This design comes from an exercise in tuning for small area, a short achievable clock period and few clock cycles per item on the open sky130 flow, not from production work.
RTL that was checked went through simulation tests only; none was proved equivalent to the original.
Only the layout flow was run in runs 2 to 4; the RTL was not checked for function there.

==> flow/run.sh <==
#!/bin/bash
# synth_recipe.tcl (not shown) runs the flow's synth.tcl, then flattens the netlist and writes it again
# the make line also repeats each setting of config.mk as NAME=value (left out here)
make -C /OpenROAD-flow-scripts/flow DESIGN_CONFIG=/design/flow/config.mk WORK_HOME=/design/flow/orfs CLKGATE_MAP_FILE= SYNTH_SCRIPT=/design/flow/synth_recipe.tcl finish
==> flow/design.v <==
module gimli_non_linear_permutation (
  input  logic [31:0] i_x,
  input  logic [31:0] i_y,
  input  logic [31:0] i_z,
  output logic [31:0] o_x,
  output logic [31:0] o_y,
  output logic [31:0] o_z
);
  logic [31:0] w_x;
  logic [31:0] w_y;
  assign w_x = {i_x[7:0], i_x[31:8]};
  assign w_y = {i_y[22:0], i_y[31:23]};
  assign o_z = w_x ^ (i_z << 1) ^ ((w_y & i_z) << 2);
  assign o_y = w_y ^ w_x ^ ((w_x | i_z) << 1);
  assign o_x = i_z ^ w_y ^ ((w_x & w_y) << 3);
endmodule
module gimli_permutation_core #(
  parameter int NUMBER_OF_ROUNDS = 24
) (
  input  logic         clk,
  input  logic         rst,
  input  logic [383:0] din_state,
  input  logic         din_valid,
  output logic         din_ready,
  output logic [383:0] dout_state,
  output logic         dout_valid,
  input  logic         dout_ready,
  output logic         busy
);
  localparam logic [31:0] RC_BASE = 32'h9e377900;
  typedef enum logic [1:0] {S_IDLE = 2'd0, S_RUN = 2'd1, S_DONE = 2'd2} state_t;
  state_t       r_fsm;
  state_t       w_fsm_next;
  logic [383:0] r_state;
  logic [4:0]   r_round;
  logic [11:0][31:0] w_word;
  logic [11:0][31:0] w_sp_word;
  logic [11:0][31:0] w_next_word;
  logic [383:0] w_next_state;
  logic         w_round_end;
  for (genvar i = 0; i < 12; i++) begin : g_pack
    assign w_word[i]                = r_state[32*i +: 32];
    assign w_next_state[32*i +: 32] = w_next_word[i];
  end
  logic [3:0][31:0] w_sx;
  logic [3:0][31:0] w_sy;
  logic [3:0][31:0] w_sz;
  for (genvar j = 0; j < 4; j++) begin : g_sp
    gimli_non_linear_permutation u_sp (
      .i_x (w_word[j]),
      .i_y (w_word[j+4]),
      .i_z (w_word[j+8]),
      .o_x (w_sx[j]),
      .o_y (w_sy[j]),
      .o_z (w_sz[j])
    );
  end
  always_comb begin
    w_sp_word = w_word;
    for (int j = 0; j < 4; j++) begin
      w_sp_word[j]   = w_sx[j];
      w_sp_word[j+4] = w_sy[j];
      w_sp_word[j+8] = w_sz[j];
    end
  end
  assign w_round_end = 1'b1;
  always_comb begin
    w_next_word = w_sp_word;
    if (w_round_end && (r_round[1:0] == 2'b00)) begin
      w_next_word[0] = w_sp_word[1] ^ RC_BASE ^ {27'd0, r_round};
      w_next_word[1] = w_sp_word[0];
      w_next_word[2] = w_sp_word[3];
      w_next_word[3] = w_sp_word[2];
    end else if (w_round_end && (r_round[1:0] == 2'b10)) begin
      w_next_word[0] = w_sp_word[2];
      w_next_word[1] = w_sp_word[3];
      w_next_word[2] = w_sp_word[0];
      w_next_word[3] = w_sp_word[1];
    end
  end
  always_comb begin
    w_fsm_next = r_fsm;
    case (r_fsm)
      S_IDLE:  if (din_valid) w_fsm_next = S_RUN;
      S_RUN:   if (w_round_end && (r_round == 5'd1)) w_fsm_next = S_DONE;
      S_DONE:  if (dout_ready) w_fsm_next = S_IDLE;
      default: w_fsm_next = S_IDLE;
    endcase
  end
  always_ff @(posedge clk or posedge rst) begin
    if (rst) begin
      r_fsm   <= S_IDLE;
      r_state <= '0;
      r_round <= '0;
    end else begin
      r_fsm <= w_fsm_next;
      if ((r_fsm == S_IDLE) && din_valid) begin
        r_state <= din_state;
        r_round <= 5'(NUMBER_OF_ROUNDS);
      end else if (r_fsm == S_RUN) begin
        r_state <= w_next_state;
        if (w_round_end) r_round <= r_round - 5'd1;
      end
    end
  end
  assign din_ready  = (r_fsm == S_IDLE);
  assign busy       = (r_fsm == S_RUN);
  assign dout_valid = (r_fsm == S_DONE);
  assign dout_state = r_state;
endmodule
==> flow/config.mk <==
export PLATFORM = sky130hd
export DESIGN_NAME = gimli_permutation_core
export DESIGN_NICKNAME = gimli_permutation_core
export VERILOG_FILES = /design/flow/design.v
export SDC_FILE = /design/flow/constraint.sdc
export NUM_CORES = 4
export LEC_CHECK = 0
export CAP_MARGIN = 20
export CORE_MARGIN = 2
export CORE_UTILIZATION = 40
export PLACE_DENSITY = 0.6
export SLEW_MARGIN = 20
==> flow/constraint.sdc <==
create_clock -name core_clock -period 3.5 [get_ports {clk}]
set_input_delay 0.7000 -clock core_clock [delete_from_list [all_inputs] [get_ports {clk}]]
set_output_delay 0.7000 -clock core_clock [all_outputs]
set_load 0.01 [all_outputs]
==> results of run 1 <==
per-layer routing:
layer,share of wire,track usage
met4,0.051,0.200
met5,0.0015,0
met1,0.39,0.525
met3,0.093,0.101
met2,0.47,0.681
area by class of cell:
cell class / instances / area [sq um]
fillers: 6138 / 29300
multi-input cells: 2495 / 16500
flip-flops and latches: 391 / 9780
repair buffers: 862 / 8750
clock buffers: 71 / 1470
well taps: 873 / 1090
clock inverters: 19 / 199
diodes: 28 / 70.1
inverters: 6 / 26.3
cells by family (layout without fill, tap and decap cells):
kind of cell               after synthesis  after routing  share of synthesized area
other                                    0             28                          0
adders and majority gates              240            240                      0.111
muxes                                   86             86                     0.0324
and+or+nand+nor                        918            918                      0.130
xor gates and xnor gates               511            511                      0.165
DFF                                    391            391                      0.361
buffers and inverters                  198            958                     0.0330
AOI/OAI and AO/OA                      740            740                      0.167
flip-flops by register name (all words and copies together), names as in the netlist:
register,cells
r_state,384
r_round,5
r_fsm,2
how the worst max path moves through the flow:
stage                     startpoint      endpoint  slack [ps]  cells past startpoint
after floorplan                  rst      r_fsm[0]       -2460                      1
after global routing        r_fsm[0]          busy         360                      3
after global placement     din_valid  r_state[257]         690                      7
after detailed placement   din_valid  r_state[257]         720                      7
final                       r_fsm[0]          busy         340                      3
after CTS                   r_fsm[0]          busy         390                      3
metrics by stage:
| step | utilization | instances | hold WS (ps) | worst slack [ps] |
|---|---|---|---|---|
| 3_3_place_gp | 0.538 | 4627 | 541 | 689 |
| 3_5_place_dp | 0.538 | 4627 | 552 | 715 |
| 4_1_cts | 0.563 | 4717 | 414 | 388 |
| 5_1_grt | 0.563 | 4734 | 453 | 357 |
| 2_1_floorplan | - | 3084 | 515 | -2460 |
| 6_report | 0.564 | 4745 | 425 | 340 |
synthesized netlist by cell type (2+ instances only):
| cell type | number |
|---|---|
| a221o_1 | 46 |
| nor2_2 | 2 |
| nor2b_1 | 4 |
| o211ai_1 | 16 |
| ha_1 | 240 |
| or2_2 | 11 |
| o21ai_0 | 89 |
| a31o_2 | 2 |
| inv_1 | 5 |
| clkbuf_1 | 60 |
| xnor2_1 | 478 |
| or3_1 | 2 |
| xor2_1 | 33 |
| o221ai_1 | 26 |
| nand2_1 | 480 |
| buf_1 | 14 |
| a22oi_1 | 71 |
| mux2_2 | 13 |
| buf_2 | 117 |
| a31oi_1 | 120 |
| nor2_1 | 408 |
| a22o_1 | 26 |
| o22ai_1 | 8 |
| dfrtp_1 | 391 |
| nand3_1 | 6 |
| mux2i_1 | 73 |
| o21ai_1 | 15 |
| a21oi_1 | 313 |
| a211oi_1 | 3 |
==> impl.org, run 1 <==
** Status
- Result of the run :: complete, no violations

** STA
- Number of max-slew violations in the final report :: 0
- Unrepaired setup endpoints after global routing :: false
- The count of endpoints failing hold in the final timing report came to 0.
- Sum of negative setup slack :: 0 ps
- Slew of the pin with the lowest slew margin :: roughly 1100 ps
- Final-report setup violation count :: 0
- After layout, the minimum clock period comes to between 3000 and 4000 ps.
- Final clock period utilization by the worst path :: 0.903
- In this run the tightest slew margin relative to its limit is 0.263.
- Max frequency :: 316 MHz
- On the final layout, the worst clock skew is around 31 ps.

** CTS
- Cts-stage hold buffer count :: 0
- CTS Buf Count :: 50
- The number of gates resized after CTS was 0.
- The number of setup buffers added after CTS is 0.
- Counting every sink on the clock net gives 391.
- TritonCTS built the clock tree.
- Clock tree synthesis selected as its root buffer the cell clkbuf_16.
- Clock slew seen by the registers of the worst setup and hold paths :: 60 ps
- H-tree depth :: 2
- The clock passes through at most 3 buffers.
- Clock latency on the worst-skew pair, taken at its later pin, is 630 ps.

** Floorplanning
- Initial core utilization :: 0.403
- The die covers approximately 70000 sq um.
- Number of rows created at floorplan :: between 90 and 100
- Measured along the y axis, the die boundary spans ~260 um.
- Die width :: between 200 and 300 um
- between 700 and 800 I/O pins were placed.
- Core Region :: between 60000 and 70000 sq um

** Synthesis
- In the synthesized netlist, the number of instances is 3084.
- Main flop type after synthesis :: dfrtp_1
- In this run, synthesis inferred 0 flip-flops with an integrated enable.
- After synthesis the netlist holds a flip-flop and latch count of ~390.
- Counting every net in the synthesized netlist gives between 3000 and 4000.
- In this run the cell area of the synthesized design comes to approximately 27000 sq um.
- Sorting the synthesized cells by area gives the leading types as dfrtp_1, xnor2_1, ha_1, nand2_1, a21oi_1.
- Share of async-settable or async-resettable flops after synthesis :: 1.00
- dfrtp_1 takes more of the synthesized area than any other cell.
- A synthesized cell averages a little under 9 sq um.
- Warnings from Yosys :: 1
- For this run, the register share of the synthesized area comes to 0.361.
- Post-synth top area share :: 0.361
- In this run, distinct cell masters in the synthesized netlist total 41.

** Setup path
- Max incr delay on CP :: 660 ps
- The setup check on the worst reg-to-reg path leaves a slack of 830 ps.
- Critical path startpoint category :: flip-flop
- The worst register-to-register path begins at r_fsm[0].
- Critical path endpoint category :: output pin
- Standard cell with the maximum stage delay on the critical path :: clkdlybuf4s50_1
- R2R cell count :: 5
- Crit path max fanout :: 19
- Cell family contributing the most delay on the critical path :: buffers and inverters
- The signal on the critical path passes through nand2b_2 -> inv_2 -> clkdlybuf4s50_1.
- Number of buffers and inverters on the critical path :: 2
- Worst Path Class, Setup :: reg2out
- End of the worst register-to-register path :: r_state[82]
- Data arrives at the worst endpoint at ~2500 ps.
- Required time worst endpoint :: between 2000 and 3000 ps

** Job
- Number of max-cap violations :: 0

** Min path
- Hold/Removal Path Class :: in2async

** Global routing
- The via count of the first global-routing pass came to between 20000 and 30000.
- Antenna violations before repair :: 43
- Remaining global-route overflow :: 0
- Pin count of the biggest net entering global routing :: slightly below 90
- First-pass GRT wire length :: roughly 210 mm
- Total global routing track utilization :: 0.420

** Final layout
- In the final layout, the share of cells above drive strength 1 is 0.0539.
- The net count of the finished layout is 4434.
- Commonest non-fill, non-tap cells in the layout :: clkdlybuf4s50_1, nand2_1, xnor2_1
- The finished cells cover around 38000 sq um.
- Leaving out fill and tap cells, the most frequent cell in the layout is clkdlybuf4s50_1.
- Relative to the synthesized area, the layout overhead comes to 39.7%.

** Drt
- Vias per cell :: a little under 6
- After detailed routing, the average wire length per cell comes to 31.8 um.
- First drt pass iteration count :: 6
- The first routing iteration left approximately 3200 violations.
- Antenna viol nets, final :: 0
- # DRC :: 0
- The routed layout has about 28000 vias.
- Wires add up to between 150 and 200 mm.

** Placement
- During placement, the flow inserted port buffers numbering 774.
- Final HPWL DP :: around 120 mm
- Summing all placed instances gives a cell area of approximately 36000 sq um.
- GP Congestion :: slightly below 1
Testbench counts, summed over its fixed seeds: cycles 3,328, items 128.
==> run 2: changes to the inputs <==
==> flow/design.v (replaced) <==
module gimli_non_linear_permutation (
  input  logic [31:0] i_x,
  input  logic [31:0] i_y,
  input  logic [31:0] i_z,
  output logic [31:0] o_x,
  output logic [31:0] o_y,
  output logic [31:0] o_z
);
  logic [31:0] w_x;
  logic [31:0] w_y;
  assign w_x = {i_x[7:0], i_x[31:8]};
  assign w_y = {i_y[22:0], i_y[31:23]};
  assign o_z = w_x ^ (i_z << 1) ^ ((w_y & i_z) << 2);
  assign o_y = w_y ^ w_x ^ ((w_x | i_z) << 1);
  assign o_x = i_z ^ w_y ^ ((w_x & w_y) << 3);
endmodule
module gimli_round #(
  parameter bit STATIC_PHASE = 1'b0,
  parameter int PHASE        = 0
) (
  input  logic [383:0] i_state,
  input  logic [4:0]   i_round,
  output logic [383:0] o_state
);
  localparam logic [31:0] RC_BASE = 32'h9e377900;
  logic [11:0][31:0] w_in;
  logic [11:0][31:0] w_sp;
  logic [1:0]        w_phase;
  assign w_in    = i_state;
  assign w_phase = STATIC_PHASE ? 2'(PHASE) : i_round[1:0];
  for (genvar j = 0; j < 4; j++) begin : g_sp
    gimli_non_linear_permutation u_sp (
      .i_x (w_in[j]),
      .i_y (w_in[j+4]),
      .i_z (w_in[j+8]),
      .o_x (w_sp[j]),
      .o_y (w_sp[j+4]),
      .o_z (w_sp[j+8])
    );
  end
  always_comb begin
    o_state = w_sp;
    if (w_phase == 2'b00) begin
      o_state[31:0]   = w_sp[1] ^ RC_BASE ^ {27'd0, i_round};
      o_state[63:32]  = w_sp[0];
      o_state[95:64]  = w_sp[3];
      o_state[127:96] = w_sp[2];
    end else if (w_phase == 2'b10) begin
      o_state[31:0]   = w_sp[2];
      o_state[63:32]  = w_sp[3];
      o_state[95:64]  = w_sp[0];
      o_state[127:96] = w_sp[1];
    end
  end
endmodule
module gimli_permutation_core #(
  parameter int NUMBER_OF_ROUNDS = 24
) (
  input  logic         clk,
  input  logic         rst,
  input  logic [383:0] din_state,
  input  logic         din_valid,
  output logic         din_ready,
  output logic [383:0] dout_state,
  output logic         dout_valid,
  input  logic         dout_ready,
  output logic         busy
);
  localparam int K = 4;
  logic         r_run;     
  logic         r_done;    
  logic [4:0]   r_round;   
  logic [383:0] r_state;
  logic         w_take;
  logic         w_last;
  logic [383:0] w_blk_in;
  logic [K:0][383:0] w_blk;
  assign din_ready = !r_run && (!r_done || dout_ready);
  assign w_take    = din_valid && din_ready;
  assign w_last    = (r_round == 5'(K));
  assign w_blk_in = r_run ? r_state : din_state;
  assign w_blk[0] = w_blk_in;
  for (genvar j = 0; j < K; j++) begin : g_rnd
    gimli_round #(
      .STATIC_PHASE (K % 4 == 0),
      .PHASE        ((4 - (j % 4)) % 4)
    ) u_round (
      .i_state (w_blk[j]),
      .i_round (r_round - 5'(j)),
      .o_state (w_blk[j+1])
    );
  end
  always_ff @(posedge clk) begin
    if (r_run || w_take) r_state <= w_blk[K];
  end
  always_ff @(posedge clk or posedge rst) begin
    if (rst) begin
      r_run   <= 1'b0;
      r_done  <= 1'b0;
      r_round <= 5'(NUMBER_OF_ROUNDS);
    end else if (r_run) begin
      if (w_last) begin
        r_run   <= 1'b0;
        r_done  <= 1'b1;
        r_round <= 5'(NUMBER_OF_ROUNDS);
      end else begin
        r_round <= r_round - 5'(K);
      end
    end else if (w_take) begin
      if (NUMBER_OF_ROUNDS == K) begin
        r_done  <= 1'b1;
      end else begin
        r_run   <= 1'b1;
        r_done  <= 1'b0;
        r_round <= r_round - 5'(K);
      end
    end else if (r_done && dout_ready) begin
      r_done <= 1'b0;
    end
  end
  assign busy       = r_run && !rst;
  assign dout_valid = r_done && !rst;
  assign dout_state = r_state;
endmodule
==> run 2 against run 1 <==
Against the previous run:
- the layout now fails its checks (setup timing)
- clock-buffer cell count fell by 13
- global-route usage rose by 2.4 points
- die area rose by 95%
- critical endpoint is now r_state[338]
- largest cell class unchanged
==> impl.org, run 2 <==
** CTS
- CTS Buf Count :: 52
- H-tree depth :: 2
- Clock latency of the later-clocked register in the worst-skew pair :: about 700 ps
- TritonCTS built the clock tree.
- Clock root buffer :: clkbuf_16
- Clock slew seen by the registers of the worst setup and hold paths :: about 60 ps
- Buffers from clock root to sink, at most :: 3
- For this design, the sink count on the clock tree is between 300 and 400.

** Final layout
- Registers with the highest flip-flop counts :: r_state x384, r_round x3
- Largest register by flop count :: r_state
- The filler cells instantiated in the layout total ~10000.
- Signed area change from the synthesized netlist to the final layout :: 68.8%
- The register with the most flip-flops in the layout has between 300 and 400 of them.
- In the final layout, the multi-input gates occupy 46800 sq um.
- Summing all flip-flop and latch instances after layout gives between 10000 and 15000 sq um.
- Commonest non-fill, non-tap cells in the layout :: buf_4, xnor2_1, clkdlybuf4s50_1
- After the last flow step, the layout net total stands at 9427.
- Most common cell after layout, fill and taps aside :: buf_4
- Fraction of final layout cells sized beyond drive strength 1 :: 0.454
- The finished layout holds approximately 10000 standard cells, fillers aside.

** STA
- Unrepaired setup endpoints after global routing :: true
- The max-slew violation total from the final report was 0.
- Headroom to the max-slew limit came out at 0.478.
- Derived from the worst setup path, the maximum achievable clock frequency is 225 MHz.
- Setup violations remaining at the end of the flow were counted as just under 400.
- Final hold violation count :: 0
- For the final database, setup skew stands at approximately 44 ps.
- Minimum clock period :: approximately 4400 ps
- In the finished design, the share of the clock period the worst path needs comes to 1.27.
- Across all setup checks in the final design, the least slack found is -944 ps.
- For the pin with the worst max-slew slack, the measured transition is ~780 ps.

** Drt
- Using the TritonRoute via totals, the vias-per-cell ratio works out to roughly 5.3.
- In this run the remaining antenna-violating nets after routing total 0.
- Vias post-DR :: around 53000
- Wires add up to approximately 310 mm.
- Violation count after the first detailed-routing iteration :: 5510
- # DRC :: 0
- In the final routed layout, each cell accounts on average for approximately 31 um.
- First drt pass iteration count :: 5

** Global routing
- The number of antenna violations at the first check in global routing was 24.
- Remaining global-route overflow :: 0
- For this run, the total global-route usage over all layers was measured as 0.444.
- The first global-routing pass estimated ~410 mm of wire.
- Via count of the first global-routing pass :: 52400
- Pin count of the biggest net entering global routing :: about 60

** Synthesis
- Yosys attributes the largest share of cell area to edfxtp_1, ha_1, xnor2_1, xor2_1, mux2_2.
- Top post-synthesis cells by count :: xnor2_1, ha_1, xor2_1, nor2_1, edfxtp_1
- The cell area that synthesis handed to floorplanning was approximately 53000 sq um.
- In the synthesized netlist the dominant register cell turns out to be edfxtp_1.
- During synthesis, Yosys emitted a total of 5 warnings.
- Number of nets produced by synthesis :: about 6200
- Yosys mapped the design onto between 50 and 60 distinct sky130hd cell types.
- The most common cell in the synthesized netlist is xnor2_1.
- Of all flip-flops after synthesis, the portion carrying an async set or reset was 0.0129.
- Count of state elements after synthesis :: a little under 400
- The share of the Yosys chip area taken by registers is 0.218.
- Cells after synthesis :: roughly 5000
- The biggest area contributor in the post-synthesis netlist is edfxtp_1.
- The share of synthesized area in the top cell type comes to 0.216.
- Number of enable flip-flop cells after synthesis :: around 380
- A synthesized cell averages about 11 sq um.

** Setup path
- Crit path max fanout :: 6
- At the worst endpoint, the required time is between 3000 and 4000 ps.
- The largest single stage delay on the critical path is 470 ps.
- List of cells traversed by the critical path :: buf_12 -> buf_16 -> buf_12 -> buf_4 -> mux2_2 -> ha_1 -> xor2_1 -> buf_4 -> buf_4 -> xnor2_2 -> xnor2_1 -> buf_4 -> ha_1 -> xor2_1 -> xnor2_1 -> buf_4 -> inv_1 -> ha_1 -> xnor2_1 -> xnor2_1 -> buf_4
- Most common cell on crit path :: buf_4
- Critical path startpoint category :: flip-flop
- Standard cell with the maximum stage delay on the critical path :: dfrtp_4
- Worst Path Class, Setup :: reg2reg
- STA classifies the critical path endpoint as a flip-flop.
- Worst path arrival time :: about 5000 ps

** Floorplanning
- For this configuration, the core starts out at a cell density of 0.402.
- I/O pin count :: a little under 800
- The die is ~370 um tall.
- The die is 369 um wide.
- The die covers between 100000 and 150000 sq um.
- Core Region :: around 130000 sq um
- The floorplan has between 100 and 150 rows.

** Placement
- After legalization and detailed placement, the total HPWL measured ~270 mm.
- During placement, the flow inserted port buffers numbering 774.
- GP Congestion :: between 1 and 1.5
- Counting tap cells, the placed design contains a total of between 9000 and 10000 instances.

** Status
- The flow ran to the end, but the layout failed its checks.
- The violated checks flagged are setup timing.

** Job
- Across the run, the number of max-cap violations was 0.

** Min path
- The worst hold path belongs to the class in2async.
[run 2: cell count changes in the layout (fill, tap and decap cells not counted), moves of 106 or more]
cell | before | now
buf_4 | 61 | 2310
xor2_1 | 33 | 716
xnor2_1 | 478 | 926
ha_1 | 238 | 649
nand2_1 | 479 | 75
dfrtp_1 | 391 | 2
edfxtp_1 | 0 | 384
xnor2_2 | 0 | 335
mux2_2 | 13 | 301
a21oi_1 | 313 | 77
ha_4 | 1 | 148
inv_1 | 4 | 128
a31oi_1 | 120 | 1
xor2_2 | 0 | 106
[run 2: worst paths after layout]
check                            start            to  slack [ps]  cells past startpoint
min in group core_clock         r_done        r_done         540                      2
max in group asynchronous          rst    r_round[4]        2940                      2
worst min-delay path               rst        r_done         320                      2
worst min register to register  r_done        r_done         540                      2
worst max-delay path             r_run  r_state[338]        -940                     21
worst max register to register   r_run  r_state[338]        -940                     21
[run 2: layer usage]
layer	track usage	routed length, um
met5	0	114
met4	0.268	24000
met3	0.0870	29500
met2	0.681	134000
met1	0.576	127000
[run 2: cell families after synthesis]
logic type	Yosys count	synth area share
flip-flops	389	0.218
XOR/XNOR	2182	0.387
AND/OR/NAND/NOR	734	0.0612
AO/OA/AOI/OAI	156	0.0171
multiplexers	459	0.0953
buffers and inverters	206	0.0191
adder cells (fa/ha/maj)	863	0.202
[run 2: area by class of cell]
class,instances,area share
Tap cell,1768,0.0245
Clock buffer,58,0.0147
Inverter,133,0.00577
Multi-Input combinational cell,4394,0.519
Clock inverter,39,0.00369
Timing Repair Buffer,3206,0.303
Sequential cell,389,0.129
Antenna cell,12,0.000333
[run 2: metrics by stage]
stage	util	hold slack, ps	TNS [ps]	area [sq um]	setup WS [ps]
floorplan	-	477	-343000	54400	-925
global placement	0.614	517	-368290	81600	-1630
detailed placement	0.614	528	-369760	81600	-1530
CTS	0.654	293	-271730	87000	-867
global route	0.678	348	-304760	90200	-1050
finish	0.678	322	-279850	90200	-944
[run 2: repair_timing]
action	in CTS	in global routing
endpoints found under the setup margin	385	385
cloned	9	7
buffers inserted	48	55
hold buffers	0	0
pin swaps	111	151
gates resized for setup	431	407
[run 2: worst max-delay path, delay by kind of cell, from the launching register on]
| family | cells | cell delay, ps |
|---|---|---|
| buffers and inverters | 10 | 1530 |
| XOR/XNOR | 7 | 1110 |
| adder cells (fa/ha/maj) | 3 | 710 |
| flip-flops | 1 | 470 |
| multiplexers | 1 | 360 |
==> run 3: changes to the inputs <==
--- a/flow/design.v
+++ b/flow/design.v
@@ -66,30 +66,31 @@
   input  logic         dout_ready,
   output logic         busy
 );
-  localparam int K = 4;
+  localparam int K = 2;
   logic         r_run;     
   logic         r_done;    
   logic [4:0]   r_round;   
   logic [383:0] r_state;
   logic         w_take;
   logic         w_last;
-  logic [383:0] w_blk_in;
+  logic [4:0]   w_round_base;
   logic [K:0][383:0] w_blk;
   assign din_ready = !r_run && (!r_done || dout_ready);
   assign w_take    = din_valid && din_ready;
   assign w_last    = (r_round == 5'(K));
-  assign w_blk_in = r_run ? r_state : din_state;
-  assign w_blk[0] = w_blk_in;
+  assign w_round_base = (K % 4 == 0) ? {r_round[4:2], 2'b00} :
+                        (K % 2 == 0) ? {r_round[4:1], 1'b0} : r_round;
   for (genvar j = 0; j < K; j++) begin : g_rnd
     gimli_round #(
-      .STATIC_PHASE (K % 4 == 0),
+      .STATIC_PHASE ((K % 4 == 0) || (K % 2 == 0 && j % 2 == 1)),
       .PHASE        ((4 - (j % 4)) % 4)
     ) u_round (
       .i_state (w_blk[j]),
-      .i_round (r_round - 5'(j)),
+      .i_round (w_round_base - 5'(j)),
       .o_state (w_blk[j+1])
     );
   end
+  assign w_blk[0] = r_run ? r_state : din_state;
   always_ff @(posedge clk) begin
     if (r_run || w_take) r_state <= w_blk[K];
   end
--- a/flow/config.mk
+++ b/flow/config.mk
@@ -5,8 +5,10 @@
 export SDC_FILE = /design/flow/constraint.sdc
 export NUM_CORES = 4
 export LEC_CHECK = 0
+export ABC_CLOCK_PERIOD_IN_PS = 2000
 export CAP_MARGIN = 20
 export CORE_MARGIN = 2
 export CORE_UTILIZATION = 40
 export PLACE_DENSITY = 0.6
+export SETUP_SLACK_MARGIN = 1.3
 export SLEW_MARGIN = 20
==> run 3 against run 2 <==
Against the previous run:
- synthesized area down 31%
- the run now finishes clean
- critical endpoint is now r_state[203]
- sequential share of layout area up 5.0 points
- fmax up 34%
==> impl.org, run 3 <==
** Status
- The run finished with no timing, DRC or antenna violations.

** Drt
- The detail route stage leaves a number of antenna-violating nets equal to 0.
- Vias per cell :: 5.41
- The pre-antenna-repair detailed-routing pass consisted of 8 iterations.
- The routed design has between 150 and 200 mm of wire.
- # DRC :: 0
- The routed layout has between 30000 and 40000 vias.
- In the final routed layout, each cell accounts on average for between 30 and 40 um.
- Violation count after the first detailed-routing iteration :: a little under 3000

** Global routing
- Remaining global-route overflow :: 0
- The via count of the first global-routing pass was between 30000 and 40000.
- Total global routing track utilization :: 0.363
- First-pass GRT wire length :: between 200 and 250 mm
- Antenna violations before repair :: 23
- Pin count of the biggest net entering global routing :: 61

** STA
- Dividing the final minimum period by the clock period gives 0.946.
- At the pin with the least slew margin, the transition time is 778 ps.
- Hold is met by 153 ps.
- Final-report setup violation count :: 0
- Relative max-transition margin :: 0.481
- Final setup slack of the worst path :: 189 ps
- Setup repair after global routing could not meet its margin everywhere.
- The count of endpoints failing hold in the final timing report was 0.
- The smallest clock period supported by the final layout is computed as between 3000 and 4000 ps.
- Max frequency :: 302 MHz
- Number of max-slew violations in the final report :: 0
- On the final layout, the worst clock skew is about 16 ps.

** Synthesis
- After technology mapping, the gate count stands at 3195.
- Count of state elements after synthesis :: 390
- Each instance of the synthesized netlist takes up on average 11.5 sq um.
- Main flop type after synthesis :: edfxtp_1
- Yosys printed 3 warnings.
- Post-synthesis cell type count :: 40
- Top area cells in the synthesized netlist :: edfxtp_1, xnor2_1, ha_1, mux2_2, xor2_1
- Counting flops with a built-in enable in the synthesized netlist gives between 300 and 400.
- In the post-synthesis netlist, the cell with the most instances is xnor2_1.
- Post-synth top area share :: 0.315
- By count the netlist is led by xnor2_1, ha_1, xor2_1, edfxtp_1, nor2_1.
- Synthesized cell area :: 36600 sq um
- Counting flops with an async set or reset pin after synthesis yields a share of 0.0154.
- Cell type with the largest total area after synthesis :: edfxtp_1
- Number of nets produced by synthesis :: slightly above 4000
- Of the synthesized area, sequential elements account for 0.319.

** Floorplanning
- Initial core utilization :: 0.405
- Die width :: between 300 and 400 um
- Core Region :: between 90000 and 100000 sq um
- During I/O placement, the number of pins put on the boundary was about 780.
- Area of the die :: between 90000 and 100000 sq um
- The initialized floorplan defines 110 standard-cell rows.
- The die is between 300 and 400 um tall.

** Final layout
- Commonest non-fill, non-tap cells in the layout :: buf_4, xnor2_1, clkdlybuf4s50_1
- Flip-flop count of the largest register, all copies and words added :: roughly 380
- Largest register by flop count :: r_state
- Most common cell after layout, fill and taps aside :: buf_4
- Filler cells :: roughly 6300
- Post-route insts no fill :: about 6000
- In the final layout, the registers with the most flip-flops are r_state x384, r_round x4.
- Of the cells placed in the final design, the portion with a size suffix greater than 1 is 0.454.
- Compared with the post-synthesis result, the final layout area differs by 77.8%.
- Post-layout net count :: around 5600

** Setup path
- List of cells traversed by the critical path :: buf_12 -> buf_16 -> buf_12 -> buf_16 -> mux2_4 -> ha_4 -> xor2_4 -> buf_6 -> nor2_1 -> a21oi_2 -> ha_1 -> xnor2_1 -> buf_4
- Along the worst path, the maximum fanout reaches 6.
- STA puts the critical path data required time at 3850 ps.
- For the worst setup path, the data arrival time is 3660 ps.
- Worst Path Class, Setup :: reg2reg
- In this design, the stage delay of the slowest critical-path cell is 560 ps.
- The worst register-to-register path has a depth of 13.
- On the critical path, the stage with the largest delay is an instance of dfrtp_4.
- Critical path endpoint category :: flip-flop
- Critical path startpoint category :: flip-flop

** CTS
- Buffers from clock root to sink, at most :: 3
- TritonCTS built the clock tree.
- H-tree depth :: 2
- Clock-pin slew was measured on the worst setup and hold paths at approximately 60 ps.
- TritonCTS created 50 clock buffers.
- The tree is rooted in a clkbuf_16.
- Count of clock tree sinks :: slightly below 400
- Cts-stage hold buffer count :: 0
- The clock reaches the later pin of the worst-skew pair after 610 ps.

** Placement
- DP Cell Count :: roughly 5400
- Post-Place Worst Slack :: -409 ps
- Port Buf Inserts :: just under 800
- GP Congestion :: about 1
- Final HPWL DP :: 151 mm

** Min path
- Hold/Removal Path Class :: in2async

** Job
- Max-cap violations in this run came to 0.
run 3: cell count changes in the layout (fill, tap and decap cells not counted), sizes merged, moves of 24 or more:
cell | before | now
nand2 | 85 | 28
xnor2 | 1288 | 686
dlymetal6s2s | 0 | 384
clkbuf | 66 | 105
clkdlybuf4s50 | 774 | 386
xnor3 | 30 | 2
nor2b | 58 | 5
nor2 | 434 | 383
mux2i | 104 | 128
ha | 863 | 469
nor3 | 65 | 20
inv | 140 | 6
buf | 2420 | 816
xor2 | 856 | 452
run 3: cell type report:
cell class,count,area (sq um),share of cell area
multi-input cells,2711,32700,0.503
inverters,5,25.0,0.000384
clock inverters,25,235,0.00361
well taps,1176,1470,0.0226
repair buffers,1630,17600,0.270
flip-flops and latches,390,11700,0.180
diodes,14,35.0,0.000538
clock buffers,63,1320,0.0203
run 3: critical path: cells and delay by family, from the launching register on:
family / cells / cell delay (ps)
AOI/OAI and AO/OA: 1 / 230
xor gates and xnor gates: 2 / 370
adders and majority gates: 2 / 590
muxes: 1 / 330
DFF: 1 / 560
buffers and inverters: 6 / 910
and+or+nand+nor: 1 / 50
run 3: kinds of logic after synthesis:
family                   share of synthesized area
buffers and inverters                       0.0180
adder cells (fa/ha/maj)                      0.160
flip-flops                                   0.319
AND/OR/NAND/NOR                             0.0479
multiplexers                                 0.148
AO/OA/AOI/OAI                               0.0266
XOR/XNOR                                     0.280
run 3: metal layers:
layer	share of wire	vias up	track usage
li1	-	14300	-
met1	0.36	16200	0.425
met2	0.49	1586	0.652
met3	0.072	442	0.0568
met4	0.070	18	0.167
met5	0.00073	-	0
run 3: worst paths after layout:
path	to	startpoint	slack [ps]
min reg2reg	r_round[4]	r_round[4]	530
max	r_state[203]	r_run	190
min in group core_clock	r_round[4]	r_round[4]	530
min	r_done	rst	150
max reg2reg	r_state[203]	r_run	190
max in group asynchronous	r_round[3]	rst	3030
run 3: timing repair:
action	CTS	global route
pin swaps	38	273
buffers inserted	41	408
gates cloned	10	56
gates resized for setup	129	1471
setup endpoints to repair	1084	1136
run 3: through the flow:
stage          instance area [sq um]   util  setup TNS (ps)
3_3_place_gp                   49900  0.552            -666
6_report                       65100  0.720               0
3_5_place_dp                   49900  0.552            -620
2_1_floorplan                  38500      -        -1431070
5_1_grt                        65100  0.720               0
4_1_cts                        52900  0.585               0
==> run 4: changes to the inputs <==
--- a/flow/design.v
+++ b/flow/design.v
@@ -66,7 +66,7 @@
   input  logic         dout_ready,
   output logic         busy
 );
-  localparam int K = 2;
+  localparam int K = 1;
   logic         r_run;     
   logic         r_done;    
   logic [4:0]   r_round;   
--- a/flow/config.mk
+++ b/flow/config.mk
@@ -5,10 +5,10 @@
 export SDC_FILE = /design/flow/constraint.sdc
 export NUM_CORES = 4
 export LEC_CHECK = 0
-export ABC_CLOCK_PERIOD_IN_PS = 2000
+export ABC_CLOCK_PERIOD_IN_PS = 1600
 export CAP_MARGIN = 20
 export CORE_MARGIN = 2
 export CORE_UTILIZATION = 40
 export PLACE_DENSITY = 0.6
-export SETUP_SLACK_MARGIN = 1.3
+export SETUP_SLACK_MARGIN = 1.5
 export SLEW_MARGIN = 20
==> run 4 against run 3 <==
Against the previous run:
- synthesized cell count fell by 23%
- still clean on timing, DRC and antenna
- highest routed layer unchanged
- cell count shrank 20%
- non-clock buffer count fell by 199
- synthesized area down 24%
- core utilization increased by 5.3 points
- worst hold slack better by 120 ps
- die area shrank 23%
- setup slack improved by 570 ps
- sequential cell count is 1 higher
- register-to-register slack improved by 570 ps
- sequential share of layout area up 4.1 points
==> impl.org, run 4 <==
** Final layout
- In the final layout, the registers with the most flip-flops are r_state x384, r_round x5.
- Post-route core utilization :: 0.773
- Commonest non-fill, non-tap cells in the layout :: clkdlybuf4s50_1, edfxtp_1, buf_4
- Post-layout net count :: around 4500
- The library cell used most frequently in the layout, excluding fill and tap cells, is clkdlybuf4s50_1.
- Compared with the post-synthesis result, the final layout area differs by 90.6%.
- Ranked by flip-flop count, first place goes to r_state.
- Post-route insts no fill :: around 4800
- The register with the most flip-flops in the layout has ~380 of them.
- Of the cells placed in the final design, the portion with a size suffix greater than 1 is 0.492.
- Post-route cell area :: 53200 sq um
- Counting the fill cells in the layout gives ~4300.

** Setup path
- STA classifies the critical path endpoint as a flip-flop.
- Worst Path Class, Setup :: reg2reg
- Critical path startpoint category :: flip-flop
- Measured in cells, the most critical reg-to-reg path has a length of 10.
- Required time worst endpoint :: 3810 ps
- Crit path max fanout :: 9
- At the worst endpoint, the arrival time is slightly above 3000 ps.

** STA
- In the finished design, the share of the clock period the worst path needs comes to 0.783.
- Unrepaired setup endpoints after global routing :: true
- In the final timing run, aggregate negative setup slack is 0 ps.
- The worst path in the final design needs a cycle of about 2700 ps, including I/O delays and setup.
- Slew of the pin with the lowest slew margin :: around 970 ps
- In the post-route analysis, the smallest setup slack over all paths is about 760 ps.
- The max-slew violation total from the final report came to 0.
- Setup violations remaining at the end of the flow were counted as 0.
- On the final layout, the worst clock skew is 25.2 ps.
- Fin Hold WS :: ~270 ps
- Max frequency :: approximately 360 MHz
- Final hold violation count :: 0
- Relative max-transition margin :: 0.357

** Global routing
- Fraction of met2 tracks used by global routing :: 0.667
- Total global routing track utilization :: 0.407
- First-pass GRT wire length :: around 200 mm
- The layer flagged by global routing as most heavily used is met2.
- Met1 demand-to-capacity share in global routing :: 0.501
- Via count of the first global-routing pass :: about 26000
- Global Route met3 Usage :: 0.0979
- The number of antenna violations at the first check in global routing came to 28.
- Entering global routing, the biggest net connects between 100 and 150 pins.
- Remaining global-route overflow :: 0

** Floorplanning
- The core region is between 60000 and 70000 sq um.
- I/O pin count :: approximately 780
- Initial core utilization :: 0.406
- The floorplan has between 90 and 100 rows.
- In this run the horizontal extent of the chip is approximately 270 um.
- The floorplan step defined a die boundary enclosing 71900 sq um.
- Vertical die dimension :: around 270 um

** Synthesis
- Post-synth top area share :: 0.413
- Avg Cell Area, Syn :: 11.4 sq um
- The netlist uses 35 different library cells.
- Top area cells in the synthesized netlist :: edfxtp_1, mux2i_1, xnor2_1, ha_1, mux2_2
- Share of async-settable or async-resettable flops after synthesis :: 0.0179
- The Yosys step of the flow raised 2 warnings.
- After synthesis the cells add up to around 28000 sq um.
- Main flop type after synthesis :: edfxtp_1
- After synthesis the netlist holds a flip-flop and latch count of approximately 400.
- Number of enable flip-flop cells after synthesis :: 384
- Synthesis handed over a netlist of roughly 2400 instances.
- The commonest cells after synthesis are xnor2_1, edfxtp_1, mux2i_1, ha_1, inv_1.
- Number of nets produced by synthesis :: a little over 3000
- The largest total area in the synthesized netlist belongs to edfxtp_1.
- For this run, the register share of the synthesized area comes to 0.420.
- The most common cell in the synthesized netlist is xnor2_1.

** Drt
- First drt pass iteration count :: 8
- Dividing the detail-routed via count by the number of cells gives 5.49.
- In the routed design, unresolved DRC markers number 0.
- For this block, the via count after detailed routing is approximately 26000.
- Violation count after the first detailed-routing iteration :: 2825
- Once detail routing completed, the nets flagged for antenna violations numbered 0.
- Routed WL per cell :: approximately 32 um
- Summed over all layers, the routed wires come to approximately 150 mm.

** Min path
- The tightest min-delay check is of the in2async type.

** CTS
- Clock latency of the later-clocked register in the worst-skew pair :: around 600 ps
- Clock slew seen by the registers of the worst setup and hold paths :: 60 ps
- In this run, CTS created clock tree buffers numbering between 40 and 50.
- Clock root buffer :: clkbuf_16
- H-tree depth :: 2
- No sink is reached through more buffers than the 3 on the longest clock path.
- Clock tree from TritonCTS :: yes
- The clock drives 391 sinks.

** Placement
- Post-placement cell area :: around 40000 sq um
- GP Congestion :: between 0.9 and 1
- Before CTS, the worst setup slack after placement is 555 ps.
- The wire-length estimate of the detail-placed layout is 111 mm.
- Port Buf Inserts :: approximately 770
- Including well taps, the total number of placed cells is about 4100.

** Status
- Result of the run :: complete, no violations

** Job
- The tool flagged a number of max-cap violations equal to 0.
-- run 4: cell types whose count changed after synthesis, moves of 113 or more --
| cell | previous run | this run |
|---|---|---|
| ha_1 | 469 | 239 |
| inv_1 | 4 | 238 |
| mux2_2 | 367 | 144 |
| mux2i_1 | 128 | 354 |
| nand2_1 | 28 | 141 |
| nor2_1 | 381 | 133 |
| xnor2_1 | 682 | 386 |
| xor2_1 | 452 | 137 |
-- run 4: cell type report --
cell class                      instances  area [sq um]  area share
Tap cell                              931          1160      0.0219
Timing Repair Buffer                 1431         15100       0.283
Sequential cell                       391         11700       0.220
Inverter                              239           910      0.0171
Clock inverter                         29           210     0.00395
Clock buffer                           57          1300      0.0244
Multi-Input combinational cell       1725         22800       0.429
Antenna cell                           17          42.5    0.000800
-- run 4: kinds of logic (layout without fill, tap and decap cells) --
| group | Yosys count | count (layout) | share of synthesized area |
|---|---|---|---|
| and+or+nand+nor | 303 | 303 | 0.0434 |
| adders and majority gates | 239 | 239 | 0.107 |
| DFF | 391 | 391 | 0.420 |
| xor gates and xnor gates | 523 | 523 | 0.164 |
| muxes | 498 | 498 | 0.185 |
| AOI/OAI and AO/OA | 162 | 162 | 0.0309 |
| buffers and inverters | 329 | 1756 | 0.0499 |
| other | 0 | 17 | 0 |
-- run 4: layer usage --
layer | up-vias | part of all wire
li1 | 11300 | -
met4 | 16 | 0.063
met5 | - | 0.00074
met1 | 13100 | 0.37
met2 | 1597 | 0.47
met3 | 402 | 0.095
-- run 4: worst max-delay path: stages, from the launching register on --
cell and delay [ps]:
dfrtp_4 480, buf_12 210, buf_16 170, bufbuf_16 310, mux2i_4 280, inv_1 100
ha_4 270, xnor2_4 250, mux2i_1 120, nor2_1 160, a21oi_1 60
-- run 4: path summary, 6_finish.rpt --
path	from	endpoint	slack [ps]
min reg2reg	r_round[4]	r_round[4]	620
min in group core_clock	r_round[4]	r_round[4]	620
max reg2reg	r_run	r_state[41]	760
max in group asynchronous	rst	r_round[4]	2920
min	rst	r_done	270
max	r_run	r_state[41]	760
-- run 4: what timing repair did --
item	CTS	global route
hold buffers	0	0
setup endpoints to repair	1142	903
cloned	101	10
pin swaps	55	83
resized for setup	2168	355
setup buffers	329	161
==> run 5: changes to the inputs <==
--- a/flow/design.v
+++ b/flow/design.v
@@ -66,7 +66,7 @@
   input  logic         dout_ready,
   output logic         busy
 );
-  localparam int K = 1;
+  localparam int K = 2;
   logic         r_run;     
   logic         r_done;    
   logic [4:0]   r_round;   
@@ -90,7 +90,18 @@
       .o_state (w_blk[j+1])
     );
   end
-  assign w_blk[0] = r_run ? r_state : din_state;
+  localparam int NSEL = 16;
+  logic [NSEL-1:0] r_sel;
+  always_ff @(posedge clk or posedge rst) begin
+    if (rst) begin
+      r_sel <= '0;
+    end else begin
+      for (int i = 0; i < NSEL; i++) r_sel[i] <= r_sel[i] ? !w_last : w_take;
+    end
+  end
+  for (genvar b = 0; b < 384; b++) begin : g_in
+    assign w_blk[0][b] = r_sel[(b * NSEL) / 384] ? r_state[b] : din_state[b];
+  end
   always_ff @(posedge clk) begin
     if (r_run || w_take) r_state <= w_blk[K];
   end
--- a/flow/config.mk
+++ b/flow/config.mk
@@ -5,10 +5,8 @@
 export SDC_FILE = /design/flow/constraint.sdc
 export NUM_CORES = 4
 export LEC_CHECK = 0
-export ABC_CLOCK_PERIOD_IN_PS = 1600
 export CAP_MARGIN = 20
 export CORE_MARGIN = 2
 export CORE_UTILIZATION = 40
 export PLACE_DENSITY = 0.6
-export SETUP_SLACK_MARGIN = 1.5
 export SLEW_MARGIN = 20
==> run 5 against run 4 <==
Against the previous run:
- the layout now fails its checks (setup timing)
- highest routed layer unchanged
- clock-buffer cell count is 6 higher
- critical path type unchanged
- wire length is 14% higher
==> impl.org, run 5 <==
** Synthesis
- Number of nets produced by synthesis :: about 4000
- After synthesis, the mean cell area works out to around 11 sq um.
- Top area cells in the synthesized netlist :: edfxtp_1, ha_1, xnor2_1, xor2_1, mux2i_1
- In this run, synthesis produced a sequential element count of about 410.
- Top post-synthesis cells by count :: xnor2_1, ha_1, xor2_1, edfxtp_1, inv_1
- Warnings from Yosys :: 3
- Post-synthesis cell type count :: 38
- The most common cell in the synthesized netlist is xnor2_1.
- Cell type with the largest total area after synthesis :: edfxtp_1
- Counting every instance in the synthesized netlist gives about 3200.
- The most used flip-flop cell after synthesis is edfxtp_1.
- For this run, asynchronously set or reset flops after synthesis account for 0.0542.
- Proportion of synthesized chip area in sequential cells :: 0.339
- Post-synth top area share :: 0.323
- Number of enable flip-flop cells after synthesis :: ~380
- Synthesized cell area :: roughly 36000 sq um

** Global routing
- First-pass GRT wire length :: 231 mm
- Pin count of the biggest net entering global routing :: roughly 110
- In the global route stage, overall resource usage came out at 0.370.
- Remaining global-route overflow :: 0
- Via count of the first global-routing pass :: slightly below 30000
- Antenna violations before repair :: 4

** CTS
- Post-CTS timing repair inserted 0 buffers for setup.
- The clock drives approximately 410 sinks.
- The later pin in the worst-skew pair is clocked with a latency of 610 ps.
- TritonCTS built the clock tree.
- The H-tree was split into 2 levels.
- Buffers from clock root to sink, at most :: 3
- Clock root buffer :: clkbuf_16
- Clock-pin slew was measured on the worst setup and hold paths at around 60 ps.
- CTS Buf Count :: 52

** Min path
- End point of the worst hold path :: r_round[4]
- The startpoint identified for the worst hold timing path is r_round[4].
- The worst hold path was traced through 2 stages.
- The worst hold path belongs to the class reg2reg.

** Placement
- In this run the cell area measured after placement is around 48000 sq um.
- The wire-length estimate of the detail-placed layout is roughly 150 mm.
- Port Buf Inserts :: around 770
- At the end of routability-driven placement, the weighted congestion stood at roughly 1.0.

** Setup path
- Start of the worst register-to-register path :: r_sel[2]
- For the worst setup path, the data arrival time is slightly below 4000 ps.
- Required time worst endpoint :: approximately 4000 ps
- The worst setup path is captured at a flip-flop.
- Crit path max fanout :: 14
- R2R cell count :: 12
- In this run the critical register-to-register path is captured at r_state[231].
- Critical path startpoint category :: flip-flop
- Setup slack on the worst reg-to-reg path comes out at -3 ps.
- Worst Path Class, Setup :: reg2reg

** Drt
- In this run the remaining antenna-violating nets after routing total 0.
- Vias per cell :: approximately 5.1
- Violation count after the first detailed-routing iteration :: approximately 2300
- Vias post-DR :: between 20000 and 30000
- After detailed routing, the number of remaining DRC violations is 0.
- The final layout contains routed wiring with a total length of between 150 and 200 mm.
- First drt pass iteration count :: 5
- Routed WL per cell :: 31.1 um

** STA
- Minimum clock period :: 3500 ps
- Setup violations remaining at the end of the flow were counted as 1.
- Final clock period utilization by the worst path :: 1.00
- Number of max-slew violations in the final report :: 0
- The count of endpoints failing hold in the final timing report is 0.
- Derived from the worst setup path, the maximum achievable clock frequency is between 200 and 300 MHz.
- Sum of negative setup slack :: -2.98 ps
- Max Clock Skew :: approximately 20 ps
- Relative max-transition margin :: 0.319
- At the pin with the least slew margin, the transition time is approximately 1000 ps.
- Final setup slack of the worst path :: -2.98 ps

** Floorplanning
- For this configuration, the core starts out at a cell density of 0.404.
- From bottom edge to top edge, the die measures 303 um.
- The floorplan has between 100 and 150 rows.
- The floorplan step set the die width to between 300 and 400 um.
- I/O pin count :: 775
- The die covers between 90000 and 100000 sq um.
- The core region is 88400 sq um.

** Status
- Reasons for failing layout checks :: setup timing
- Result of the run :: failed layout checks

** Final layout
- Signed area change from the synthesized netlist to the final layout :: 39.3%
- The register with the most flip-flops in the layout has approximately 380 of them.
- Ranked by flip-flop count, first place goes to r_state.
- Fill cells in the final layout number 7862.
- After the last flow step, the layout net total stands at 5242.
- The library cell used most frequently in the layout, excluding fill and tap cells, is clkdlybuf4s50_1.
- In the layout the commonest cells are clkdlybuf4s50_1, xnor2_1, ha_1.
- Post-route cell area :: ~50000 sq um
- The largest registers in the layout are r_state x384, r_sel x16, r_round x4.
- In the final layout, the share of cells above drive strength 1 is 0.162.

** Job
- Number of max-cap violations :: 0
-- run 5: changes by cell type after synthesis, sizes merged, moves of 63 or more --
cell / previous run / this run
xor2: 137 / 409
xnor2: 386 / 591
inv: 238 / 314
ha: 239 / 469
mux2i: 354 / 278
nor2: 133 / 199
nand2: 141 / 204
-- run 5: worst max-delay path, cell delays in order, from the launching register on --
cell	delay, ps
dfrtp_4	650
buf_4	210
mux2i_1	550
inv_1	100
ha_1	230
xor2_1	380
buf_4	200
nor2_1	30
a21oi_1	120
buf_4	180
ha_1	250
xnor2_1	290
buf_4	170
-- run 5: worst max path at each step --
stage	end	slack, ps	from	cells after the start
after floorplan	r_state[0]	-3760	dout_ready	3
after global placement	r_state[231]	-180	din_state[166]	11
after detailed placement	r_state[134]	-160	din_state[302]	12
after CTS	r_state[15]	30	r_sel[7]	12
after global routing	r_state[15]	-30	r_sel[12]	14
final	r_state[231]	-3	r_sel[2]	12
-- run 5: per-layer routing --
metal,share of wire,track usage,vias up
met3,0.063,0.0559,262
met5,0.00013,0,-
met2,0.50,0.661,1193
met1,0.39,0.446,14100
met4,0.043,0.141,4
li1,-,-,13100
-- run 5: area by class of cell --
cell class	instances	area, sq um	share of cell area
multi-input combinational	2426	21900	0.440
sequential	406	12100	0.243
timing repair buffer	1185	11100	0.224
tap	1165	1460	0.0293
clock buffer	63	1400	0.0283
inverter	314	1180	0.0238
clock inverter	33	518	0.0104
antenna	5	12.5	0.000252
-- run 5: logic make-up (layout without fill, tap and decap cells) --
kind of cell | count (synthesis) | count (layout) | synth area share
other | 0 | 5 | 0
xor gates and xnor gates | 1008 | 1008 | 0.263
DFF | 406 | 406 | 0.339
muxes | 398 | 398 | 0.119
adders and majority gates | 469 | 469 | 0.165
buffers and inverters | 393 | 1595 | 0.0487
AOI/OAI and AO/OA | 131 | 131 | 0.0198
and+or+nand+nor | 420 | 420 | 0.0455
-- run 5: per-stage QoR --
step / setup slack (ps) / std cells / utilization / hold WS, ps
floorplan: -3760 / 3225 / - / 455
global placement: -175 / 5496 / 0.540 / 489
detailed placement: -159 / 5496 / 0.540 / 482
CTS: 32.8 / 5592 / 0.562 / 498
global route: -27.2 / 5593 / 0.562 / 525
finish: -2.98 / 5597 / 0.562 / 501
-- run 5: timing repair --
| item | CTS | global route |
|---|---|---|
| hold endpoints to repair | 0 | 0 |
| hold buffers | 0 | 0 |
| endpoints found under the setup margin | 1 | 1 |
| resized for setup | 1 | 2 |
Testbench counts of run 5, summed over its fixed seeds: cycles 1,544, items 128.
==> run 6: changes to the inputs <==
--- a/flow/config.mk
+++ b/flow/config.mk
@@ -7,6 +7,7 @@
 export LEC_CHECK = 0
 export CAP_MARGIN = 20
 export CORE_MARGIN = 2
-export CORE_UTILIZATION = 40
-export PLACE_DENSITY = 0.6
+export CORE_UTILIZATION = 60
+export PLACE_DENSITY = 0.75
+export SETUP_SLACK_MARGIN = 0.2
 export SLEW_MARGIN = 20
==> run 6 against run 5 <==
Against the previous run:
- now clean on timing, DRC and antenna
- global-route usage increased by 12 points
- synthesized area unchanged
- clock-buffer cell count is 7 lower
- cell count decreased by 8.5%
- largest cell class unchanged
- critical endpoint is now r_state[171]
- sequential share of layout area increased by 0.69 points
- via count is 6.9% higher
- synthesized cell count unchanged
==> impl.org, run 6 <==
** Status
- Result of the run :: complete, no violations

** Placement
- Input and output buffers added on the ports amount to about 770.
- DP Cell Count :: approximately 5000
- The congestion estimate from routability-driven global placement came to around 1.2.
- At the placement stage, the worst setup path has a slack of -333 ps.
- Final HPWL DP :: between 100 and 150 mm
- Post-placement cell area :: 46700 sq um

** Synthesis
- Of the post-synthesis cell area, the dominant cell type holds 0.323.
- Yosys mapped a number of flops with a built-in enable equal to approximately 380.
- The synthesized netlist contains 38 unique library cells.
- In the synthesized netlist the async set-or-reset flop fraction comes to 0.0542.
- Main flop type after synthesis :: edfxtp_1
- Cell type with the largest total area after synthesis :: edfxtp_1
- After synthesis the cells add up to between 30000 and 40000 sq um.
- Top area cells in the synthesized netlist :: edfxtp_1, ha_1, xnor2_1, xor2_1, mux2i_1
- The commonest cells after synthesis are xnor2_1, ha_1, xor2_1, edfxtp_1, inv_1.
- Cells after synthesis :: approximately 3200
- Number of nets produced by synthesis :: slightly above 4000
- Avg Cell Area, Syn :: 11.1 sq um
- After synthesis, the largest family of logic cells by area is XOR/XNOR gates.
- Of the total synthesized cell area, the portion taken by AND, OR, NAND and NOR gates is 0.0455.
- Synthesized-area fraction occupied by ao, oa, aoi and oai cells :: 0.0198
- Of the total synthesized cell area, the portion taken by XOR and XNOR cells is 0.263.
- Multiplexer share of the synthesized area :: 0.119
- Of the total synthesized cell area, the portion taken by full adders, half adders and majority gates is 0.165.
- Count leader, synth :: xnor2_1
- Count of state elements after synthesis :: ~400
- Proportion of synthesized chip area in sequential cells :: 0.339
- Warnings from Yosys :: 3

** Final layout
- The largest registers in the layout are r_state x384, r_sel x16, r_round x4.
- Compared with the post-synthesis result, the final layout area differs by 35.4%.
- Commonest non-fill, non-tap cells in the layout :: clkdlybuf4s50_1, xnor2_1, ha_1
- Leaving out fill and tap cells, the most frequent cell in the layout is clkdlybuf4s50_1.
- For this run, the share of the core covered by cells in the final layout is 0.820.
- The finished cells cover 48300 sq um.
- Post-route insts no fill :: 5123
- Of the cells placed in the final design, the portion with a size suffix greater than 1 is 0.147.
- In the final design database the tool counted between 5000 and 6000 nets.
- Flip-flop count of the largest register, all copies and words added :: roughly 380
- Largest register by flop count :: r_state

** Floorplanning
- Number of rows created at floorplan :: 89
- After floorplanning, the core was sized to cover 58900 sq um.
- Vertical die dimension :: between 200 and 250 um
- For this configuration, the core starts out at a cell density of 0.605.
- The die covers around 60000 sq um.
- For this design the top-level I/O count stands at 775.
- In this run the horizontal extent of the chip is 248 um.

** CTS
- Clock slew seen by the registers of the worst setup and hold paths :: 70 ps
- Hold repair after CTS inserted 0 buffers.
- Setup bufs post-CTS :: 0
- CTS Buf Count :: 46
- The clock passes through at most 3 buffers.
- Count of clock tree sinks :: slightly above 400
- The clock reaches the later pin of the worst-skew pair after between 600 and 700 ps.
- Clock root buffer :: clkbuf_16
- TritonCTS built the clock tree.
- CTS built an H-tree with a depth of 2.

** Min path
- For hold timing, the worst endpoint is r_round[4].
- Hold Crit Depth :: 2
- Hold/Removal Path Class :: reg2reg
- Worst hold path startpoint :: r_round[4]

** Drt
- First drt pass iteration count :: 7
- After detailed routing, the average wire length per cell comes to slightly above 30 um.
- After detailed routing, the number of remaining DRC violations is 0.
- Antenna viol nets, final :: 0
- Dividing the detail-routed via count by the number of cells gives between 5 and 6.
- Vias post-DR :: between 30000 and 40000
- Violation count after the first detailed-routing iteration :: 3765
- The routed design has 156 mm of wire.

** STA
- Headroom to the max-slew limit came out at 0.329.
- Setup violations remaining at the end of the flow were counted as 0.
- Final setup slack of the worst path :: 105 ps
- Minimum clock period :: approximately 3400 ps
- Final hold analysis gives a worst-case slack of 488 ps.
- Max Clock Skew :: roughly 23 ps
- Setup repair after global routing could not meet its margin everywhere.
- Slew of the pin with the lowest slew margin :: between 900 and 1000 ps
- Based on the critical path, the design can be clocked at up to 295 MHz.
- Sum of negative setup slack :: 0 ps
- Number of max-slew violations in the final report :: 0
- The count of endpoints failing hold in the final timing report came to 0.
- Final clock period utilization by the worst path :: 0.970

** Global routing
- Antenna violations before repair :: 2
- For this run, global-route usage on met3 was measured as 0.137.
- Met1 demand-to-capacity share in global routing :: 0.566
- Remaining global-route overflow :: 0
- Via count of the first global-routing pass :: approximately 31000
- For this run, the total global-route usage over all layers was measured as 0.494.
- Pin count of the biggest net entering global routing :: approximately 110
- The global routing stage identified its most utilized layer as met2.
- The first global-routing pass estimated between 200 and 250 mm of wire.
- Fraction of met2 tracks used by global routing :: 0.776

** Setup path
- STA puts the critical path data required time at around 3900 ps.
- End of the worst register-to-register path :: r_state[171]
- The worst setup path is of the reg2reg kind.
- Along the worst path, the maximum fanout reaches 17.
- R2R cell count :: 7
- The worst setup path is launched from a flip-flop.
- The worst register-to-register path begins at r_sel[9].
- For flop-to-flop paths, the worst setup slack is 110 ps.
- For the worst setup path, the data arrival time is ~3700 ps.
- STA classifies the critical path endpoint as a flip-flop.

** Job
- Max-cap violations in this run came to 0.
==> run 6: cell families after synthesis <==
| family | after synthesis |
|---|---|
| buf+inv | 393 |
| fa+ha+maj | 469 |
| simple gates | 420 |
| compound gates | 131 |
| xor+xnor | 1008 |
| flops | 406 |
| mux | 398 |
==> run 6: layout make-up <==
cell class / instances / area, sq um
inverters: 314 / 1180
clock inverters: 28 / 288
fillers: 3474 / 10600
multi-input cells: 2426 / 22000
flip-flops and latches: 406 / 12100
diodes: 2 / 5.00
clock buffers: 56 / 1250
well taps: 773 / 967
repair buffers: 1118 / 10600
==> run 6: worst max-delay path: stages, from the launching register on <==
cell and delay (ps):
dfrtp_1 630, buf_12 230, mux2_2 400, ha_1 300, xnor2_1 600, a21oi_1 390
ha_1 410, xnor2_1 160
==> run 6: worst max path at each step <==
stage                               from      endpoint  slack (ps)  cells after the start
final                           r_sel[9]  r_state[171]         110                      7
after global routing            r_sel[4]  r_state[166]         140                      9
after CTS                      r_sel[14]   r_state[63]         160                     12
after detailed placement  din_state[268]  r_state[196]        -330                     11
after global placement    din_state[268]  r_state[196]        -290                     11
after floorplan               dout_ready    r_state[0]       -3760                      3
==> run 6: metal layers <==
metal,routed length [um],part of all wire
met1,51400,0.33
met3,20000,0.13
met5,0,0
met4,15400,0.099
met2,68800,0.44
==> run 6: what timing repair did <==
item,4_1_cts,5_1_grt
gates cloned,0,0
endpoints found under the setup margin,11,23
gates resized for setup,4,15
==> run 7: changes to the inputs <==
--- a/flow/design.v
+++ b/flow/design.v
@@ -90,7 +90,7 @@
       .o_state (w_blk[j+1])
     );
   end
-  localparam int NSEL = 16;
+  localparam int NSEL = 48;
   logic [NSEL-1:0] r_sel;
   always_ff @(posedge clk or posedge rst) begin
     if (rst) begin
==> flow/flow/run.sh (new file) <==
#!/bin/bash
# Own layout flow: the standard layout (standard.sh), with the port
# buffers made as sky130_fd_sc_hd__buf_1 instead of the delay buffer that
# buffer_ports picks by default. Every input and output port still gets its
# own buffer; the resizer may resize them like any other cell.
set -euo pipefail
export BUFFER_PORTS_ARGS="-buffer_cell sky130_fd_sc_hd__buf_1"
bash standard.sh finish > standard_flow.log 2>&1
==> flow/standard.sh (new file) <==
#!/bin/bash
# synth_recipe.tcl (not shown) runs the flow's synth.tcl, then flattens the netlist and writes it again
# the make line also repeats each setting of config.mk as NAME=value (left out here)
make -C /OpenROAD-flow-scripts/flow DESIGN_CONFIG=/design/flow/config.mk WORK_HOME=/design/flow/orfs CLKGATE_MAP_FILE= SYNTH_SCRIPT=/design/flow/synth_recipe.tcl "${@:-finish}"
--- a/flow/config.mk
+++ b/flow/config.mk
@@ -7,7 +7,7 @@
 export LEC_CHECK = 0
 export CAP_MARGIN = 20
 export CORE_MARGIN = 2
-export CORE_UTILIZATION = 60
-export PLACE_DENSITY = 0.75
+export CORE_UTILIZATION = 40
+export PLACE_DENSITY = 0.6
 export SETUP_SLACK_MARGIN = 0.2
 export SLEW_MARGIN = 20
removed: flow/run.sh
==> run 7 against run 6 <==
Against the previous run:
- still clean
- die area grew 51%
- via count shrank 5.6%
- global-route usage shrank 15 points
- fmax grew 3.3%
- cell count grew 8.3%
- non-clock buffer count shrank 102
- core utilization shrank 33 points
- register-to-register slack gained 110 ps
- wire length grew 6.5%
- cell area shrank 8.9%
- highest routed layer unchanged
==> impl.org, run 7 <==
** CTS
- Cts-stage hold buffer count :: 0
- Buffers from clock root to sink, at most :: 3
- Counting every sink on the clock net gives around 440.
- CTS placed an instance of clkbuf_16 at the clock tree root.
- CTS Buf Count :: 55

** Floorplanning
- The floorplan step set the die height to 304 um.
- The initial utilization of the core area, before any placement, comes to 0.402.

** STA
- Max frequency :: around 300 MHz
- Dividing the final minimum period by the clock period gives 0.939.
- On the final layout, the worst clock skew is about 25 ps.

** Final layout
- Signed area change from the synthesized netlist to the final layout :: 21.9%
- Leaving out fill and tap cells, the most frequent cell in the layout is buf_1.
- Registers with the highest flip-flop counts :: r_state x384, r_sel x48, r_round x4
- Commonest non-fill, non-tap cells in the layout :: buf_1, xnor2_1, ha_1

** Global routing
- First-pass GRT wire length :: about 220 mm
- Via count of the first global-routing pass :: 28500
- Total global routing track utilization :: 0.347

** Synthesis
- Top area cells in the synthesized netlist :: edfxtp_1, ha_1, xnor2_1, xor2_1, mux2i_1
- Yosys mapped the design onto 39 distinct sky130hd cell types.
- Counting flops with an async set or reset pin after synthesis yields a share of 0.123.
- Number of nets produced by synthesis :: roughly 4200

** Setup path
- Critical path startpoint category :: flip-flop
- Worst path arrival time :: between 3000 and 4000 ps
- The number of buffers and inverters on the critical path is 2.
- Worst Path Class, Setup :: reg2reg
- Grouping stages by cell kind, the critical path spends the most delay in adder cells.

** Status
- Result of the run :: complete, no violations

** Placement
- GP Congestion :: 0.987

** Drt
- Summed over all layers, the routed wires come to approximately 170 mm.
run 7: changes by cell type after synthesis, sizes merged:
cell	delta
buf	-3
clkbuf	+10
o21ai	+32
dfrtp	+32
nand2	+32
run 7: final cells by class:
cell class / count / area, sq um / share of cell area
clock buffers: 76 / 1620 / 0.0368
flip-flops and latches: 438 / 12900 / 0.293
inverters: 314 / 1180 / 0.0269
multi-input cells: 2490 / 21700 / 0.493
diodes: 8 / 20.0 / 0.000455
clock inverters: 28 / 317 / 0.00719
repair buffers: 1016 / 4810 / 0.109
well taps: 1176 / 1470 / 0.0334
run 7: final timing paths:
kind                             from            to  cells after the start
hold / removal                    rst     r_sel[31]                      2
setup / recovery            r_sel[42]  r_state[236]                      9
min in group core_clock    dout_ready        r_done                      2
max in group asynchronous         rst      r_sel[5]                      3
hold reg to reg            r_round[4]    r_round[4]                      2
setup reg to reg            r_sel[42]  r_state[236]                      9
run 7: kinds of logic after synthesis:
group / after synthesis / share of synthesized area
XOR/XNOR: 1008 / 0.248
adder cells (fa/ha/maj): 469 / 0.162
AND/OR/NAND/NOR: 452 / 0.0485
flip-flops: 438 / 0.357
buffers and inverters: 400 / 0.0445
multiplexers: 398 / 0.116
AO/OA/AOI/OAI: 163 / 0.0242
run 7: layer usage:
layer,up-vias,GRT usage,share of wire
met4,0,0.133,0.043
met2,1313,0.591,0.48
met3,259,0.0430,0.062
li1,13100,-,-
met1,14300,0.448,0.42
met5,-,0,0
run 7: repair_timing:
item                                    in CTS  in global routing
gates cloned                                 0                  0
endpoints found under the setup margin       7                 26
resized for setup                            5                 18
hold endpoints to repair                     0                  0
run 7: through the flow:
step / hold WS (ps) / cell area, sq um / instances / utilization / TNS (ps)
2_1_floorplan: 455 / 36100 / 3328 / - / -1442760
3_3_place_gp: 475 / 42000 / 5434 / 0.468 / 0
3_5_place_dp: 484 / 42000 / 5434 / 0.468 / 0
4_1_cts: 241 / 44000 / 5538 / 0.490 / 0
5_1_grt: 263 / 44000 / 5544 / 0.490 / 0
6_report: 225 / 44000 / 5546 / 0.490 / 0
run 7: worst reg2reg max path: stages, from the launching register on:
cell     delay [ps]
dfrtp_2         540
mux2i_1         480
inv_1           100
ha_1            380
xor2_2          450
nor2_1           80
nor2_1          430
ha_1            340
xnor2_1         130
buf_4           130
Testbench counts of run 7, summed over its fixed seeds: cycles 1,544, items 128.

[static timing again, ports no longer ideal]
Ports are ideal in the flow. The routed layouts listed here were re-timed in OpenROAD.
Step 1: set_driving_cell puts a clkbuf_16 on clk and a buf_2 on each other input, an assumption about the parent block.
Step 2 adds t to the input delays and takes it off the output delays; t is the mean of the earliest and latest rising clock arrival at the registers after step 1. Input paths then give back, and output paths get back, about the clock's delay inside the block.
a / b / c = no drivers / after step 1 / after step 2; a / b = the first two.
run | t, ns | setup WS [ns] | hold slack, ns | pins driven straight from the clock port
run 1 | 0.683 | 0.340 / 0.270 / 0.598 | 0.425 / 0.385 / 0.574 | 1
run 2 | 0.750 | -0.944 / -0.944 / -1.146 | 0.322 / 0.277 / 0.538 | 1
run 3 | 0.675 | 0.189 / 0.189 / -0.152 | 0.153 / 0.097 / 0.534 | 1
run 4 | 0.671 | 0.760 / 0.760 / 0.665 | 0.273 / 0.226 / 0.618 | 1
run 5 | 0.674 | -0.003 / -0.003 / -0.241 | 0.501 / 0.501 / 0.501 | 1
run 6 | 0.659 | 0.105 / 0.105 / -0.260 | 0.488 / 0.488 / 0.488 | 1
run 7 | 0.704 | 0.214 / 0.214 / 0.080 | 0.225 / 0.173 / 0.487 | 1
With both steps, setup timing fails in run 3 and run 6, where it was met with ideal ports. The setup slack of run 6, which loses most, moves by 0.000 ns with the drivers and by -0.365 ns with both steps.
